What follows belongs to an exercise in optimizing a design on an open flow for small area, a short achievable clock period and few clock cycles per item; a production flow would make more cautious choices.
The RTL was checked by simulation tests, not by an equivalence proof against the original design.
Power figures rest on the tool's default switching activity, not on a simulated workload. The clock port is modelled as an ideal driver; clocking choices that lean on that would not hold on a real chip.

<file path="flow/flow/run.sh">
#!/bin/bash
cp standard.sh standard_sh.log
cp config.mk config_mk.log
export CTS_ARGS="-sink_clustering_enable -repair_clock_nets -sink_clustering_size 30 -sink_clustering_max_diameter 100 -dont_use_dummy_load"
export BUFFER_PORTS_ARGS="-buffer_cell sky130_fd_sc_hd__buf_2"
bash standard.sh > standard.log 2>&1
</file>
<file path="flow/standard.sh">
#!/bin/bash
# synth_recipe.tcl (not shown) runs the flow's synth.tcl, then flattens the netlist and writes it again
# the make line also repeats each setting of config.mk as NAME=value (left out here)
make -C /OpenROAD-flow-scripts/flow DESIGN_CONFIG=/design/flow/config.mk WORK_HOME=/design/flow/orfs CLKGATE_MAP_FILE= SYNTH_SCRIPT=/design/flow/synth_recipe.tcl "${@:-finish}"
</file>
<file path="flow/config.mk">
export PLATFORM = sky130hd
export DESIGN_NAME = binary_neighborhood_count_3x3
export DESIGN_NICKNAME = binary_neighborhood_count_3x3
export VERILOG_FILES = /design/flow/design.v
export SDC_FILE = /design/flow/constraint.sdc
export NUM_CORES = 4
export LEC_CHECK = 0
export CAP_MARGIN = 20
export CORE_MARGIN = 2
export CORE_UTILIZATION = 60
export CTS_CLUSTER_DIAMETER = 100
export CTS_CLUSTER_SIZE = 30
export PLACE_DENSITY = 0.7
export SETUP_SLACK_MARGIN = 4.5
export SLEW_MARGIN = 20
export TNS_END_PERCENT = 10
</file>
<file path="flow/constraint.sdc">
create_clock -name core_clock -period 7.0 [get_ports {clk_i}]
set_input_delay 1.4000 -clock core_clock [delete_from_list [all_inputs] [get_ports {clk_i}]]
set_output_delay 1.4000 -clock core_clock [all_outputs]
set_load 0.01 [all_outputs]
</file>
<file path="flow/design.v">
`timescale 1ns / 1ps
module bnc_ram (
  input  logic       clk_i,
  input  logic [7:0] p_hi_i,
  input  logic [7:0] p_lo_i,
  input  logic       p_en_i,
  input  logic       p_wr_i,
  input  logic [7:0] r_hi_i,
  input  logic [7:0] r_lo_i,
  input  logic       wpix_i,
  output logic       up_o,
  output logic       mid_o
);
  localparam int NG = 64;
  localparam int G  = 16;
  logic [NG-1:0] head_up, head_mid;
  logic [7:0]    t_up, t_mid;
  for (genvar g = 0; g < NG; g++) begin : g_ring
    logic [G-1:0] up_q, mid_q;
    logic         p_sel, rot, wr;
    assign p_sel = p_hi_i[g/8] && p_lo_i[g%8];
    assign rot   = (p_sel && p_en_i) || (r_hi_i[g/8] && r_lo_i[g%8]);
    assign wr    = p_sel && p_wr_i;
    always_ff @(posedge clk_i) begin
      if (rot) begin
        up_q  <= {wr ? mid_q[0] : up_q[0], up_q[G-1:1]};
        mid_q <= {wr ? wpix_i : mid_q[0], mid_q[G-1:1]};
      end
    end
    assign head_up[g]  = up_q[0];
    assign head_mid[g] = mid_q[0];
  end
  for (genvar h = 0; h < 8; h++) begin : g_rd
    assign t_up[h]  = |(head_up[h*8 +: 8] & p_lo_i);
    assign t_mid[h] = |(head_mid[h*8 +: 8] & p_lo_i);
  end
  assign up_o  = |(t_up & p_hi_i);
  assign mid_o = |(t_mid & p_hi_i);
endmodule
`timescale 1ns / 1ps
module binary_neighborhood_count_3x3 (
  input  logic        clk_i,
  input  logic        rst_ni,
  input  logic        in_valid_i,
  output logic        in_stall_o,
  input  logic        pixel_i,
  output logic        out_valid_o,
  input  logic        out_stall_i,
  output logic [3:0]  count_o,
  output logic [9:0]  row_o,
  output logic [9:0]  column_o,
  output logic        run_end_o,
  output logic        image_end_o,
  input  logic        cfg_valid_i,
  output logic        cfg_ready_o,
  input  logic [1:0]  cfg_index_i,
  input  logic [10:0] cfg_data_i
);
  localparam int RES_UP_PREV   = 0;   
  localparam int RES_UP_CUR    = 1;   
  localparam int RES_LAST_PREV = 2;   
  localparam int RES_LAST_CUR  = 3;   
  function automatic logic [9:0] inc10(input logic [9:0] x);
    for (int i = 0; i < 10; i++) begin
      inc10[i] = x[i] ^ (&(x | ~((10'd1 << i) - 10'd1)));
    end
  endfunction
  function automatic logic [9:0] dec10(input logic [9:0] x);
    for (int i = 0; i < 10; i++) begin
      dec10[i] = x[i] ^ ~(|(x & ((10'd1 << i) - 10'd1)));
    end
  endfunction
  function automatic logic gt10(input logic [9:0] a, input logic [9:0] b);
    logic e;
    gt10 = 1'b0;
    e    = 1'b1;
    for (int i = 9; i >= 0; i--) begin
      gt10 = gt10 | (e & a[i] & ~b[i]);
      e    = e & ~(a[i] ^ b[i]);
    end
  endfunction
  function automatic logic [1:0] s3(input logic [2:0] v);
    s3 = {1'b0, v[2]} + {1'b0, v[1]} + {1'b0, v[0]};
  endfunction
  function automatic logic [1:0] s2(input logic [2:0] v);
    s2 = {1'b0, v[2]} + {1'b0, v[1]};
  endfunction
  function automatic logic [7:0] onehot8(input logic [2:0] v);
    onehot8 = 8'd0;
    onehot8[v] = 1'b1;
  endfunction
  logic [9:0] w_last_q, h_last_q, cfg_last;
  assign cfg_ready_o = 1'b1;
  always_comb begin
    if (cfg_data_i[10]) begin
      cfg_last = 10'd1023;
    end else if (cfg_data_i[9:0] == 10'd0) begin
      cfg_last = 10'd0;
    end else begin
      cfg_last = dec10(cfg_data_i[9:0]);
    end
  end
  always_ff @(posedge clk_i or negedge rst_ni) begin
    if (!rst_ni) begin
      w_last_q <= 10'd1023;
      h_last_q <= 10'd1023;
    end else if (cfg_valid_i) begin
      if (cfg_index_i == 2'd0) begin
        w_last_q <= cfg_last;
      end
      if (cfg_index_i == 2'd1) begin
        h_last_q <= cfg_last;
      end
    end
  end
  logic [9:0] col_q, row_q, c_q, r_q;
  logic       re_q, lr_q;
  logic [7:0] ghi_q, glo_q;
  logic       dirty1_q, dirty2_q;
  logic       cgt_q, cge_q, rgt_q, rge_q;
  logic       in_stall_q, accept;
  logic       c0, r_ge1, r_ge2;
  logic [9:0] c_adv, r_adv, c_n, r_n;
  logic       re_adv, lr_adv, re_n, lr_n;
  logic [9:0] c_idl, r_idl;
  logic       re_idl, lr_idl;
  assign accept = in_valid_i && !in_stall_q;
  assign c0     = (c_q == 10'd0);
  assign r_ge1  = (r_q != 10'd0);
  assign r_ge2  = (r_q[9:1] != 9'd0);
  always_comb begin
    c_adv  = re_q ? 10'd0 : inc10(c_q);
    r_adv  = re_q ? (lr_q ? 10'd0 : inc10(r_q)) : r_q;
    re_adv = (c_adv == w_last_q);
    lr_adv = re_q ? (r_adv == h_last_q) : lr_q;
    if (dirty2_q) begin
      c_idl  = cgt_q ? w_last_q : col_q;
      r_idl  = rgt_q ? h_last_q : row_q;
      re_idl = cge_q;
      lr_idl = rge_q;
    end else begin
      c_idl  = c_q;
      r_idl  = r_q;
      re_idl = re_q;
      lr_idl = lr_q;
    end
    c_n  = accept ? c_adv  : c_idl;
    r_n  = accept ? r_adv  : r_idl;
    re_n = accept ? re_adv : re_idl;
    lr_n = accept ? lr_adv : lr_idl;
  end
  always_ff @(posedge clk_i or negedge rst_ni) begin
    if (!rst_ni) begin
      col_q    <= '0;
      row_q    <= '0;
      c_q      <= '0;
      r_q      <= '0;
      re_q     <= 1'b0;
      lr_q     <= 1'b0;
      ghi_q    <= 8'd1;
      glo_q    <= 8'd1;
      dirty1_q <= 1'b0;
      dirty2_q <= 1'b0;
    end else begin
      if (accept) begin
        col_q <= c_adv;
        row_q <= r_adv;
      end
      c_q      <= c_n;
      r_q      <= r_n;
      re_q     <= re_n;
      lr_q     <= lr_n;
      ghi_q    <= onehot8(c_n[9:7]);
      glo_q    <= onehot8(c_n[6:4]);
      dirty1_q <= cfg_valid_i;
      dirty2_q <= dirty1_q;
    end
  end
  always_ff @(posedge clk_i) begin
    cgt_q <= gt10(col_q, w_last_q);
    cge_q <= !gt10(w_last_q, col_q);
    rgt_q <= gt10(row_q, h_last_q);
    rge_q <= !gt10(h_last_q, row_q);
  end
  logic [5:0] gA_q, gR_q, g_c;
  logic [3:0] fA_q, fR_q, o_c;
  logic [5:0] gA_n, gR_n;
  logic [3:0] fA_n, fR_n, fR_rot;
  logic [7:0] rhi_q, rlo_q;
  logic       eqA, eqR, rotA_q, rotR, ok_a, ok_i;
  logic       rd_up, rd_mid;
  assign g_c    = c_q[9:4];
  assign o_c    = c_q[3:0];
  assign rotR   = (fR_q != 4'd0);
  assign fR_rot = rotR ? fR_q + 4'd1 : fR_q;
  assign eqA    = (g_c == gA_q);
  assign eqR    = (g_c == gR_q);
  always_comb begin
    gA_n = gA_q;
    fA_n = fA_q;
    gR_n = gR_q;
    fR_n = fR_rot;
    if (accept) begin
      gA_n = g_c;
      fA_n = o_c + 4'd1;
      if (!eqA) begin
        if (fA_q != 4'd0) begin
          gR_n = gA_q;
          fR_n = fA_q;
        end else if (eqR) begin
          fR_n = 4'd0;
        end
      end
    end else if (eqA) begin
      if (rotA_q) begin
        fA_n = fA_q + 4'd1;
      end
    end else if (!(eqR && rotR) && o_c != 4'd0) begin
      if (fA_q == 4'd0) begin
        gA_n = g_c;
      end else if (!rotR) begin
        gR_n = gA_q;
        fR_n = fA_q;
        gA_n = g_c;
        fA_n = 4'd0;
      end
    end
  end
  always_comb begin
    if (re_q) begin
      if (g_c == 6'd0) begin
        ok_a = (o_c == 4'd15);
      end else begin
        ok_a = !rotR && (eqA || fA_q == 4'd0);
      end
    end else if (o_c != 4'd15) begin
      ok_a = 1'b1;
    end else begin
      ok_a = eqA && !((g_c + 6'd1 == gR_q) && rotR);
    end
    if (dirty2_q) begin
      ok_i = 1'b0;
    end else if (eqA) begin
      ok_i = (fA_q == o_c) || (fA_q + 4'd1 == o_c);
    end else if (eqR && rotR) begin
      ok_i = (fR_q + 4'd1 == o_c);
    end else if (o_c != 4'd0) begin
      ok_i = 1'b0;
    end else begin
      ok_i = (fA_q == 4'd0) || !rotR || (fR_q == 4'd15);
    end
  end
  always_ff @(posedge clk_i or negedge rst_ni) begin
    if (!rst_ni) begin
      gA_q  <= '0;
      fA_q  <= '0;
      gR_q  <= '0;
      fR_q  <= '0;
      rhi_q <= '0;
      rlo_q <= '0;
      rotA_q <= 1'b0;
    end else begin
      rotA_q <= (c_n[9:4] == gA_n) && (fA_n != c_n[3:0]);
      gA_q  <= gA_n;
      fA_q  <= fA_n;
      gR_q  <= gR_n;
      fR_q  <= fR_n;
      rhi_q <= (fR_n != 4'd0) ? onehot8(gR_n[5:3]) : 8'd0;
      rlo_q <= onehot8(gR_n[2:0]);
    end
  end
  bnc_ram u_line_ram (
    .clk_i   (clk_i),
    .p_hi_i  (ghi_q),
    .p_lo_i  (glo_q),
    .p_en_i  (accept || rotA_q),
    .p_wr_i  (accept),
    .r_hi_i  (rhi_q),
    .r_lo_i  (rlo_q),
    .wpix_i  (pixel_i),
    .up_o    (rd_up),
    .mid_o   (rd_mid)
  );
  logic [5:0] live_q;
  logic [2:0] col_new;
  logic [2:0] old1, old0;
  logic [3:0] pend_new;
  logic       load;
  always_comb begin
    col_new = {pixel_i, rd_mid && r_ge1, rd_up && r_ge2};
    old1    = c0 ? 3'b0 : live_q[5:3];
    old0    = c0 ? 3'b0 : live_q[2:0];
    pend_new                = '0;
    pend_new[RES_UP_PREV]   = r_ge1 && !c0;
    pend_new[RES_UP_CUR]    = r_ge1 && re_q;
    pend_new[RES_LAST_PREV] = lr_q && !c0;
    pend_new[RES_LAST_CUR]  = lr_q && re_q;
  end
  assign load = accept && (pend_new != 4'd0);
  always_ff @(posedge clk_i) begin
    if (accept) begin
      live_q <= {col_new, old1};
    end
  end
  logic [3:0] pend_q, pick, pend_after;
  logic [2:0] bn_q, ba3_q, ba2_q;
  logic [1:0] bb3_q, bb2_q;
  logic [9:0] br_q, bc_q;
  logic       bimg_q;
  logic       emit, sv_q;
  logic [2:0] base;
  logic [1:0] addend;
  logic [3:0] res_count;
  logic [9:0] res_row, res_col;
  logic       res_run_end, res_img_end;
  assign emit = (pend_q != 4'd0) && !sv_q;
  always_comb begin
    pick = '0;
    if (pend_q[RES_UP_PREV]) begin
      pick[RES_UP_PREV] = 1'b1;
    end else if (pend_q[RES_UP_CUR]) begin
      pick[RES_UP_CUR] = 1'b1;
    end else if (pend_q[RES_LAST_PREV]) begin
      pick[RES_LAST_PREV] = 1'b1;
    end else begin
      pick[RES_LAST_CUR] = 1'b1;
    end
    pend_after = pend_q & ~pick;
    base = ({3{pick[RES_UP_PREV]}}   & ba3_q)
         | ({3{pick[RES_UP_CUR]}}    & {1'b0, bb3_q})
         | ({3{pick[RES_LAST_PREV]}} & ba2_q)
         | ({3{pick[RES_LAST_CUR]}}  & {1'b0, bb2_q});
    addend      = (pick[RES_UP_PREV] || pick[RES_UP_CUR]) ? s3(bn_q) : s2(bn_q);
    res_count   = {1'b0, base} + {2'b00, addend};
    res_row     = (pick[RES_UP_PREV] || pick[RES_UP_CUR]) ? dec10(br_q) : br_q;
    res_col     = (pick[RES_UP_PREV] || pick[RES_LAST_PREV]) ? dec10(bc_q) : bc_q;
    res_run_end = (pend_after == 4'd0);
    res_img_end = res_run_end && bimg_q;
  end
  always_ff @(posedge clk_i or negedge rst_ni) begin
    if (!rst_ni) begin
      pend_q <= '0;
    end else if (load) begin
      pend_q <= pend_new;
    end else if (emit) begin
      pend_q <= pend_after;
    end
  end
  always_ff @(posedge clk_i) begin
    if (load) begin
      bn_q   <= col_new;
      bb3_q  <= s3(old1);
      ba3_q  <= {1'b0, s3(old1)} + {1'b0, s3(old0)};
      bb2_q  <= s2(old1);
      ba2_q  <= {1'b0, s2(old1)} + {1'b0, s2(old0)};
      br_q   <= r_q;
      bc_q   <= c_q;
      bimg_q <= lr_q && re_q;
    end
  end
  logic        ov_q, head_load;
  logic [3:0]  oc_q, sc_q;
  logic [9:0]  orow_q, ocol_q, srow_q, scol_q;
  logic        orun_q, oimg_q, srun_q, simg_q;
  assign head_load = !ov_q || !out_stall_i;
  always_ff @(posedge clk_i or negedge rst_ni) begin
    if (!rst_ni) begin
      ov_q <= 1'b0;
      sv_q <= 1'b0;
    end else begin
      if (head_load) begin
        ov_q <= sv_q || emit;
      end
      sv_q <= !head_load && (sv_q || emit);
    end
  end
  always_ff @(posedge clk_i) begin
    if (head_load) begin
      if (sv_q) begin
        oc_q   <= sc_q;
        orow_q <= srow_q;
        ocol_q <= scol_q;
        orun_q <= srun_q;
        oimg_q <= simg_q;
      end else begin
        oc_q   <= res_count;
        orow_q <= res_row;
        ocol_q <= res_col;
        orun_q <= res_run_end;
        oimg_q <= res_img_end;
      end
    end
    if (!sv_q && !head_load) begin
      sc_q   <= res_count;
      srow_q <= res_row;
      scol_q <= res_col;
      srun_q <= res_run_end;
      simg_q <= res_img_end;
    end
  end
  function automatic logic bfree(input logic [3:0] p, input logic s);
    bfree = (p == 4'd0) || (((p & (p - 4'd1)) == 4'd0) && !s);
  endfunction
  function automatic logic hasres(input logic [9:0] r, input logic lr,
                                  input logic [9:0] c, input logic re);
    hasres = ((r != 10'd0) || lr) && ((c != 10'd0) || re);
  endfunction
  logic [3:0] pend_a, pend_i;
  logic       hr_a, hr_i;
  logic       st_a1, st_a0, st_i1, st_i0, stall_n;
  always_comb begin
    pend_i = emit ? pend_after : pend_q;
    pend_a = (pend_new != 4'd0) ? pend_new : pend_i;
    hr_a   = (re_q ? (!lr_q || h_last_q == 10'd0) : (r_ge1 || lr_q))
          && (!re_q || w_last_q == 10'd0);
    hr_i   = hasres(r_q, lr_q, c_q, re_q);    
    st_a1  = !ok_a || (hr_a && !bfree(pend_a, 1'b0));
    st_a0  = !ok_a || (hr_a && !bfree(pend_a, sv_q || emit));
    st_i1  = !ok_i || (hr_i && !bfree(pend_i, 1'b0));
    st_i0  = !ok_i || (hr_i && !bfree(pend_i, sv_q || emit));
    if (accept) begin
      stall_n = head_load ? st_a1 : st_a0;
    end else begin
      stall_n = head_load ? st_i1 : st_i0;
    end
  end
  always_ff @(posedge clk_i or negedge rst_ni) begin
    if (!rst_ni) begin
      in_stall_q <= 1'b0;
    end else begin
      in_stall_q <= cfg_valid_i || dirty1_q || dirty2_q || stall_n;
    end
  end
  assign in_stall_o  = in_stall_q;
  assign out_valid_o = ov_q;
  assign count_o     = oc_q;
  assign row_o       = orow_q;
  assign column_o    = ocol_q;
  assign run_end_o   = orun_q;
  assign image_end_o = oimg_q;
endmodule
</file>
==> results of run 1 <==
==> worst max-delay path: stages (launching register included) <==
cell and delay [ns]:
dfrtp_2 0.49, buf_4 0.16, xor2_1 0.16, and4bb_2 0.35, nand4_1 0.20, a31oi_4 0.35, mux2_2 0.40, xnor2_1 0.13
nor4_1 0.28, and4_1 0.22
==> power by group through the flow <==
stage	clock network [µW]	logic, µW	registers (µW)
after floorplan	0	2010	16000
after global placement	0	2660	16400
after detailed placement	0	2720	16400
after CTS	6000	3120	16100
after global routing	6430	3780	16200
final	5780	3510	16100
==> final cells by class <==
cell class	instances	area, µm²	area share
multi-input cells	1161	9520	0.114
clock buffers	86	2150	0.0258
well taps	1662	2080	0.0249
flip-flops and latches	2268	67500	0.808
inverters	76	299	0.00358
repair buffers	241	1950	0.0234
==> per-layer routing <==
metal / GRT usage / share of wire
met4: 0.0528 / 0.024
met3: 0.0270 / 0.058
met1: 0.297 / 0.47
met2: 0.268 / 0.45
met5: 0 / 0
==> cells by family after synthesis <==
kind of cell	Yosys count
buffers and inverters	204
adders and majority gates	77
other	1
xor gates and xnor gates	94
and+or+nand+nor	427
AOI/OAI and AO/OA	369
DFF	2268
muxes	185
==> through the flow <==
stage               total power, µW  worst slack, ns
floorplan                     18000             3.34
global placement              19100             2.63
detailed placement            19100             2.58
CTS                           25200             4.23
global route                  26400             4.15
finish                        25400             4.21
==> cell usage after synthesis, types with 23 or more instances <==
cell	instances	area [µm²]
nor2b_1	30	188
mux2_2	163	1840
and2_1	27	169
edfxtp_1	2140	64300
xor2_1	36	315
a21oi_1	78	390
nand2_1	149	559
o21ai_0	66	330
ha_1	55	688
a22o_1	70	613
nand4_1	23	144
buf_1	33	124
inv_1	76	285
a22oi_1	77	578
xnor2_1	57	499
nor2_1	91	342
dfrtp_1	102	2550
clkbuf_1	84	315
==> placed cells by master, fill, tap and decap left out, types with 40 or more instances in the layout <==
| master | count |
|---|---|
| mux2_2 | 161 |
| dfrtp_1 | 74 |
| ha_1 | 40 |
| buf_4 | 164 |
| buf_2 | 41 |
| clkbuf_16 | 86 |
| a22oi_1 | 72 |
| nor2_1 | 82 |
| xnor2_1 | 55 |
| inv_1 | 70 |
| a22o_1 | 40 |
| o21ai_0 | 59 |
| a21oi_1 | 72 |
| edfxtp_1 | 2140 |
| nand2_1 | 143 |
==> final timing paths <==
check	start	to	cells after the start
setup / recovery	c_q[4]	rotA_q	9
hold / removal	u_line_ram.g_ring[55].mid_q[6]	u_line_ram.g_ring[55].mid_q[5]	0
setup reg to reg	c_q[4]	rotA_q	9
hold reg to reg	u_line_ram.g_ring[55].mid_q[6]	u_line_ram.g_ring[55].mid_q[5]	0
max in group asynchronous	rst_ni	glo_q[6]	2
min in group asynchronous	rst_ni	col_q[1]	1
==> repair_timing <==
item / 4_1_cts / 5_1_grt
setup endpoints to repair: 2338 / 1749
hold buffers: 0 / 0
buffers inserted: 66 / 39
gates cloned: 8 / 2
resized for setup: 141 / 103
pin swaps: 29 / 25
==> metrics.yaml, run 1 <==
final_hold_viol_count: 0
area_growth_pct: 8.79
std_cell_rows: 131
synth_mux_area_frac: 0.0268
seqPwrFrac: 0.634
status: "no timing/DRC/antenna violations"
cts_made_buffers: 86
ios: 48
seq_area_frac_synth: 0.879
synthAdderAreaFrac: 0.0126
wire_per_inst_um: 22.4
synth_area_mm2: 0.0768
vias: 32100
p_clk_frac: 0.227
synth_compound_area_frac: 0.0332
drt-total-wl_mm: 123
path_clk_slew_ns: 0.12
ctsHtreeMaxLevel: 3
ys_ff_latch: 2268
core-area_mm2: 0.127
synth_top_family_by_area: "compound AO/OA/AOI/OAI gates"
syn-num-nets: 3705
criticalPathCategory: "flip-flop to flip-flop"
yosys_most_used_dff: "edfxtp_1"
synthSimpleGateAreaFrac: 0.0273
cap_violations: 0
slew_viol_final: 0
initial_core_util: 0.604
syn_avg_cell_area_um2: 21.2
maxSlewHeadroom: 0.233
grt_max_degree: 79
dp_hpwl_mm: 67.6
timing.final.crit_period_ns: 2.79
critPathLaunchType: "flip-flop"
cts_buffer_depth: 3
grt_overflow: 0
nNetsFinal: 3914
timing.fmax_ghz: 0.358
first_global_vias: 30500
die_width_um: 362
synth_edf_count: 2140
final_area_mm2: 0.0835
p_comb_frac: 0.138
rsz0062_at_grt: "yes"
diodes: 0
async_flop_share: 0.0547
leakagePower_uw: 0.0267
power_switching_share: 0.247
peakVddDrop_uv: 220
powerDensity_mw_per_mm2: 304
reg_top3: "u_line_ram.g_ring.mid_q: 1024 flops, u_line_ram.g_ring.up_q: 1024 flops"
cts_tree: "done"
clkLatencyLatePin_ns: 0.71
synth_xor_area_frac: 0.0108
firstDrtPassIters: 6
grt_pass1_wl_mm: 183
finalSetupViolations: 0
drc: 0
grt_antenna_before_repair: 2
min_period_over_period: 0.399
drtIter0Drc: 3486
drtAntennaViolNets: 0
synthCells: 3625
hold_class: "flip-flop to flip-flop"
cts_root_buf: "clkbuf_16"
timing.hold.ws_ns: 0.375
p_int_uw: 19100
cts.sinks: 2268
gp_congestion: 0.817
postPlaceCellArea_mm2: 0.0793
dp_cells: 5293
die_h_um: 362
drive_gt1_frac: 0.183
cp.arrival_ns: 3.46
ys_warn_count: 2
post-route-util: 0.657
routed_via_density: 5.85
track_usage: 0.185
tightest_slew_ns: 1.15
reg2reg_slack_ns: 4.21
die-area_mm2: 0.131
port_buffers: 46
nFillCells: 8090
end_kind: "flip-flop"
tns_ns: 0
cp.required_ns: 7.66
p_sw_uw: 6270
path_max_fanout: 5
skew_ns: 0.0538
layout.cells.non_filler: 5494
synth_cell_types: 78
Testbench counts, summed over its fixed seeds: cycles 271,222, items 253,450.
==> inputs of run 2 (changes only) <==
--- a/flow/design.v
+++ b/flow/design.v
@@ -3,3 +3,3 @@
   input  logic       clk_i,
-  input  logic [7:0] p_hi_i,
+  input  logic [3:0] p_hi_i,
   input  logic [7:0] p_lo_i,
@@ -7,3 +7,3 @@
   input  logic       p_wr_i,
-  input  logic [7:0] r_hi_i,
+  input  logic [3:0] r_hi_i,
   input  logic [7:0] r_lo_i,
@@ -13,6 +13,6 @@
 );
-  localparam int NG = 64;
-  localparam int G  = 16;
+  localparam int NG = 32;
+  localparam int G  = 32;
   logic [NG-1:0] head_up, head_mid;
-  logic [7:0]    t_up, t_mid;
+  logic [3:0]    t_up, t_mid;
   for (genvar g = 0; g < NG; g++) begin : g_ring
@@ -32,3 +32,3 @@
   end
-  for (genvar h = 0; h < 8; h++) begin : g_rd
+  for (genvar h = 0; h < 4; h++) begin : g_rd
     assign t_up[h]  = |(head_up[h*8 +: 8] & p_lo_i);
@@ -91,2 +91,6 @@
   endfunction
+  function automatic logic [3:0] onehot4(input logic [1:0] v);
+    onehot4 = 4'd0;
+    onehot4[v] = 1'b1;
+  endfunction
   logic [9:0] w_last_q, h_last_q, cfg_last;
@@ -117,3 +121,4 @@
   logic       re_q, lr_q;
-  logic [7:0] ghi_q, glo_q;
+  logic [3:0] ghi_q;
+  logic [7:0] glo_q;
   logic       dirty1_q, dirty2_q;
@@ -159,3 +164,3 @@
       lr_q     <= 1'b0;
-      ghi_q    <= 8'd1;
+      ghi_q    <= 4'd1;
       glo_q    <= 8'd1;
@@ -172,4 +177,4 @@
       lr_q     <= lr_n;
-      ghi_q    <= onehot8(c_n[9:7]);
-      glo_q    <= onehot8(c_n[6:4]);
+      ghi_q    <= onehot4(c_n[9:8]);
+      glo_q    <= onehot8(c_n[7:5]);
       dirty1_q <= cfg_valid_i;
@@ -184,13 +189,14 @@
   end
-  logic [5:0] gA_q, gR_q, g_c;
-  logic [3:0] fA_q, fR_q, o_c;
-  logic [5:0] gA_n, gR_n;
-  logic [3:0] fA_n, fR_n, fR_rot;
-  logic [7:0] rhi_q, rlo_q;
+  logic [4:0] gA_q, gR_q, g_c;
+  logic [4:0] fA_q, fR_q, o_c;
+  logic [4:0] gA_n, gR_n;
+  logic [4:0] fA_n, fR_n, fR_rot;
+  logic [3:0] rhi_q;
+  logic [7:0] rlo_q;
   logic       eqA, eqR, rotA_q, rotR, ok_a, ok_i;
   logic       rd_up, rd_mid;
-  assign g_c    = c_q[9:4];
-  assign o_c    = c_q[3:0];
-  assign rotR   = (fR_q != 4'd0);
-  assign fR_rot = rotR ? fR_q + 4'd1 : fR_q;
+  assign g_c    = c_q[9:5];
+  assign o_c    = c_q[4:0];
+  assign rotR   = (fR_q != 5'd0);
+  assign fR_rot = rotR ? fR_q + 5'd1 : fR_q;
   assign eqA    = (g_c == gA_q);
@@ -204,5 +210,5 @@
       gA_n = g_c;
-      fA_n = o_c + 4'd1;
+      fA_n = o_c + 5'd1;
       if (!eqA) begin
-        if (fA_q != 4'd0) begin
+        if (fA_q != 5'd0) begin
           gR_n = gA_q;
@@ -210,3 +216,3 @@
         end else if (eqR) begin
-          fR_n = 4'd0;
+          fR_n = 5'd0;
         end
@@ -215,6 +221,6 @@
       if (rotA_q) begin
-        fA_n = fA_q + 4'd1;
+        fA_n = fA_q + 5'd1;
       end
-    end else if (!(eqR && rotR) && o_c != 4'd0) begin
-      if (fA_q == 4'd0) begin
+    end else if (!(eqR && rotR) && o_c != 5'd0) begin
+      if (fA_q == 5'd0) begin
         gA_n = g_c;
@@ -224,3 +230,3 @@
         gA_n = g_c;
-        fA_n = 4'd0;
+        fA_n = 5'd0;
       end
@@ -230,11 +236,11 @@
     if (re_q) begin
-      if (g_c == 6'd0) begin
-        ok_a = (o_c == 4'd15);
+      if (g_c == 5'd0) begin
+        ok_a = (o_c == 5'd31);
       end else begin
-        ok_a = !rotR && (eqA || fA_q == 4'd0);
+        ok_a = !rotR && (eqA || fA_q == 5'd0);
       end
-    end else if (o_c != 4'd15) begin
+    end else if (o_c != 5'd31) begin
       ok_a = 1'b1;
     end else begin
-      ok_a = eqA && !((g_c + 6'd1 == gR_q) && rotR);
+      ok_a = eqA && !((g_c + 5'd1 == gR_q) && rotR);
     end
@@ -243,9 +249,9 @@
     end else if (eqA) begin
-      ok_i = (fA_q == o_c) || (fA_q + 4'd1 == o_c);
+      ok_i = (fA_q == o_c) || (fA_q + 5'd1 == o_c);
     end else if (eqR && rotR) begin
-      ok_i = (fR_q + 4'd1 == o_c);
-    end else if (o_c != 4'd0) begin
+      ok_i = (fR_q + 5'd1 == o_c);
+    end else if (o_c != 5'd0) begin
       ok_i = 1'b0;
     end else begin
-      ok_i = (fA_q == 4'd0) || !rotR || (fR_q == 4'd15);
+      ok_i = (fA_q == 5'd0) || !rotR || (fR_q == 5'd31);
     end
@@ -262,3 +268,3 @@
     end else begin
-      rotA_q <= (c_n[9:4] == gA_n) && (fA_n != c_n[3:0]);
+      rotA_q <= (c_n[9:5] == gA_n) && (fA_n != c_n[4:0]);
       gA_q  <= gA_n;
@@ -267,3 +273,3 @@
       fR_q  <= fR_n;
-      rhi_q <= (fR_n != 4'd0) ? onehot8(gR_n[5:3]) : 8'd0;
+      rhi_q <= (fR_n != 5'd0) ? onehot4(gR_n[4:3]) : 4'd0;
       rlo_q <= onehot8(gR_n[2:0]);
==> flow/run.sh (new file) <==
#!/bin/bash
# synth_recipe.tcl (not shown) runs the flow's synth.tcl, then flattens the netlist and writes it again
# the make line also repeats each setting of config.mk as NAME=value (left out here)
make -C /OpenROAD-flow-scripts/flow DESIGN_CONFIG=/design/flow/config.mk WORK_HOME=/design/flow/orfs CLKGATE_MAP_FILE= SYNTH_SCRIPT=/design/flow/synth_recipe.tcl finish
removed: flow/flow/run.sh
removed: flow/standard.sh
==> run 2 against run 1 <==
- sequential share of layout area is 1.4 points higher
- power is 2.1% higher
- critical path depth is 8 lower
- combinational power is 3% lower
- final cell count is 4.8% lower
- global-route usage is 0.073 points lower
- non-clock buffer count is 90 lower
- wire length is 2.3% lower
- synthesized area is 2.7% lower
- design area is 2.0% lower
- sequential power is 3% higher
- largest power group unchanged
- highest routed layer unchanged
==> metrics.yaml, run 2 <==
worstSetupStartpoint: "ocol_q[0]"
cap_violations: 0  # unchanged
drtAntennaViolNets: 0  # unchanged
cpPeakStageDelay_ns: 0.50  # about the same
netlist.area_leader.share: 0.860  # +0.0232
track_usage: 0.184  # -0.000732
drtIter0Drc: 3909  # +12%
yosysMostFrequentCell: "edfxtp_1"
dp_cells: 4980  # -5.9%
synth_edf_count: 2140  # unchanged
die-area_mm2: 0.127  # -2.7%
clkLatencyLatePin_ns: 0.72  # about the same
timing.rr.start: "c_q[0]"
crit_chain: "buf_2"
cts.sinks: 2260  # -0.35%
powerDensity_mw_per_mm2: 317  # +4.2%
end_kind: "output pin"
crit_buf_inv: 1  # unchanged
final_hold_viol_count: 0  # unchanged
synth_area_mm2: 0.0747  # -2.7%
first_global_vias: 29300  # -4.1%
nNetsFinal: 3636  # -7.1%
seq_area_frac_synth: 0.901  # +0.0216
synth_cell_types: 79  # +1.3%
cp.depth: 1  # -8
gp_congestion: 0.860  # +5.3%
hold_depth: 0  # unchanged
synth_mux_area_frac: 0.0169  # -0.00988
cts_made_buffers: 86  # unchanged
drt-total-wl_mm: 120  # -2.3%
reg2reg_slack_ns: 4.25  # +0.04 ns
syn_avg_cell_area_um2: 22.1  # +4.4%
tightest_slew_ns: 1.17  # +0.0183 ns
ys_ff_latch: 2260  # -0.35%
cts_tree: "done"
rsz0062_at_grt: "yes"
ys_warn_count: 2  # unchanged
routed_via_density: 5.89  # +0.70%
vias: 30800  # -4.1%
drive_gt1_frac: 0.164  # -0.0197
firstDrtPassIters: 6  # unchanged
cts_buffer_depth: 3  # unchanged
die_h_um: 357  # -1.3%
grt_pass1_wl_mm: 178  # -2.9%
r2r-end: "ba3_q[1]"
min-delay-start: "u_line_ram.g_ring[27].mid_q[24]"
synthAdderAreaFrac: 0.0109  # -0.00169
core-area_mm2: 0.124  # -2.8%
grt_overflow: 0  # unchanged
hold_class: "flip-flop to flip-flop"
tns_ns: 0  # unchanged
die_width_um: 357  # -1.3%
slew_viol_final: 0  # unchanged
grt_max_degree: 74  # -6.3%
dp_hpwl_mm: 61.7  # -8.8%
netlist_top_cells_count: "edfxtp_1, nand2_1, nor2_1"
peakVddDrop_uv: 238  # +8.1%
maxSlewHeadroom: 0.221  # -0.0122
cp.arrival_ns: 1.40  # -2.06 ns
async_flop_share: 0.0513  # -0.00335
layout.cells.non_filler: 5233  # -4.8%
timing.final.crit_period_ns: 2.80  # +0.00967 ns
path_clk_slew_ns: 0.11  # about the same
wire_per_inst_um: 23.0  # +2.6%
synth_xor_area_frac: 0.0102  # -0.000622
synth_area_leaders: "edfxtp_1, dfrtp_1, mux2_2, dfstp_2, ha_1"
std_cell_rows: 129  # -1.5%
final_area_mm2: 0.0818  # -2.0%
cts_root_buf: "clkbuf_16"
ios: 48  # unchanged
synth_compound_area_frac: 0.0263  # -0.00689
drc: 0  # unchanged
area_growth_pct: 9.54
final_cell_mix: "edfxtp_1, nand2_1, nor2_1"
diodes: 0  # unchanged
critPathLaunchType: "flip-flop"
path_max_fanout: 1  # -4
final_common_cell: "edfxtp_1"
cp_slowest_cell: "edfxtp_1"
grt_antenna_before_repair: 0  # -2
endpoint: "column_o[0]"
leakagePower_uw: 0.0226  # -15%
criticalPathCategory: "flip-flop to output pin"
status: "no timing/DRC/antenna violations"
cp.required_ns: 5.60  # -2.06 ns
synthCells: 3378  # -6.8%
reg2reg_depth: 9  # unchanged
skew_ns: 0.0356  # -0.0182 ns
timing.fmax_ghz: 0.357  # -0.35%
syn-num-nets: 3449  # -6.9%
port_buffers: 46  # unchanged
ctsHtreeMaxLevel: 3  # unchanged
reg_top3: "u_line_ram.g_ring.mid_q: 1024 flops, u_line_ram.g_ring.up_q: 1024 flops"
initial_core_util: 0.604  # +0.000640
cp_top_family: "flip-flops"
min_period_over_period: 0.400  # +0.00138
synth_top_area_cell: "edfxtp_1"
finalSetupViolations: 0  # unchanged
synthSimpleGateAreaFrac: 0.0265  # -0.000753
synth_top_family_by_area: "simple AND/OR/NAND/NOR gates"
yosys_most_used_dff: "edfxtp_1"
hold_buffers: 0  # unchanged
postPlaceCellArea_mm2: 0.0772  # -2.7%
nFillCells: 7669  # -5.2%
## run 2: cell count changes in the layout (fill, tap and decap cells not counted), sizes merged, moves of 11 or more
cell           before  now
buf               239  114
mux2              163   97
clkbuf             86  130
a22oi              77   41
nand2             150  115
nor2               93  116
xor2               37   23
clkdlybuf4s50       0   11
## run 2: stage by stage
step | hold WS [ns] | setup slack [ns] | power, µW | utilization
2_1_floorplan | 0.355 | 3.89 | 18300 | -
5_1_grt | 0.418 | 4.14 | 26900 | 0.662
4_1_cts | 0.405 | 4.14 | 25500 | 0.651
3_3_place_gp | 0.369 | 2.09 | 19200 | 0.625
3_5_place_dp | 0.385 | 1.98 | 19300 | 0.625
6_report | 0.409 | 4.20 | 26000 | 0.662
## run 2: kinds of logic (layout without fill, tap and decap cells)
| kind of cell | count (synthesis) | in the layout |
|---|---|---|
| buffers and inverters | 159 | 338 |
| AND/OR/NAND/NOR | 400 | 402 |
| XOR/XNOR | 87 | 87 |
| flip-flops | 2260 | 2260 |
| multiplexers | 114 | 114 |
| other | 1 | 1 |
| adder cells (fa/ha/maj) | 64 | 64 |
| AO/OA/AOI/OAI | 293 | 330 |
## run 2: report_power, final
group | total (µW) | internal [µW] | leakage [µW] | switching (µW)
combinational | 3400 | 1330 | 0.00415 | 2070
sequential | 16600 | 15700 | 0.0173 | 852
clock | 6000 | 2340 | 0.00117 | 3660
## run 2: repair_timing
item / in CTS / in global routing
buffers inserted: 33 / 58
resized for setup: 97 / 226
setup endpoints to repair: 2272 / 1868
gates cloned: 34 / 8
pin swaps: 14 / 61
## run 2: area by class of cell
cell class              instances  area (µm²)  share of cell area
repair inverters                3        25.0            0.000306
clock buffers                 108        2260              0.0276
well taps                    1637        2050              0.0250
clock inverters                11         158             0.00193
inverters                      65         283             0.00346
repair buffers                151        1300              0.0159
flip-flops and latches       2260       67300               0.823
multi-input cells             998        8450               0.103
## run 2: per-layer routing
metal,GRT usage,vias up,wire length [µm]
li1,-,13500,-
met2,0.282,986,56200
met1,0.283,16100,54600
met5,0,-,0
met4,0.0533,0,2740
met3,0.0249,181,6660
## run 2: worst min path at each step
stage          slack [ns]                              end
6_report             0.41  u_line_ram.g_ring[27].mid_q[23]
5_1_grt              0.42   u_line_ram.g_ring[24].up_q[16]
4_1_cts              0.41  u_line_ram.g_ring[27].mid_q[23]
3_5_place_dp         0.38                         dirty2_q
3_3_place_gp         0.37                         dirty2_q
2_1_floorplan        0.35                         dirty2_q
Testbench counts of run 2, summed over its fixed seeds: cycles 271,438, items 253,450.

[what the ideal ports hide]
The flow's constraints put no driver on any port. The routed layouts listed below were extracted and timed again, unchanged, in two steps.
Step 1 assumes that a clkbuf_16 drives the clock port and a buf_2 every other input.
Step 2 moves the port delays by t, midway between the first and last clock arrival at a register: inputs arrive t later, outputs are due t later. That takes back most of the time a late clock gives input paths.
Slacks: no drivers / after step 1 / after step 2; pairs: no drivers / after step 1.
| run | t (ns) | setup slack, ns | latest minus earliest clock arrival (ns) | worst slew at a driven data input, ns | cell pins on the clock port's net |
|---|---|---|---|---|---|
| run 1 | 0.770 | 4.206 / 4.206 / 3.511 | 0.075 / 0.075 | 0.05 | 1 |
| run 2 | 0.773 | 4.197 / 4.124 / 3.584 | 0.035 / 0.036 | 0.04 | 1 |
After both steps every run listed still meets setup and hold. For run 1, which loses most, drivers alone change the setup slack by 0.000 ns; drivers and shift together by -0.695 ns.
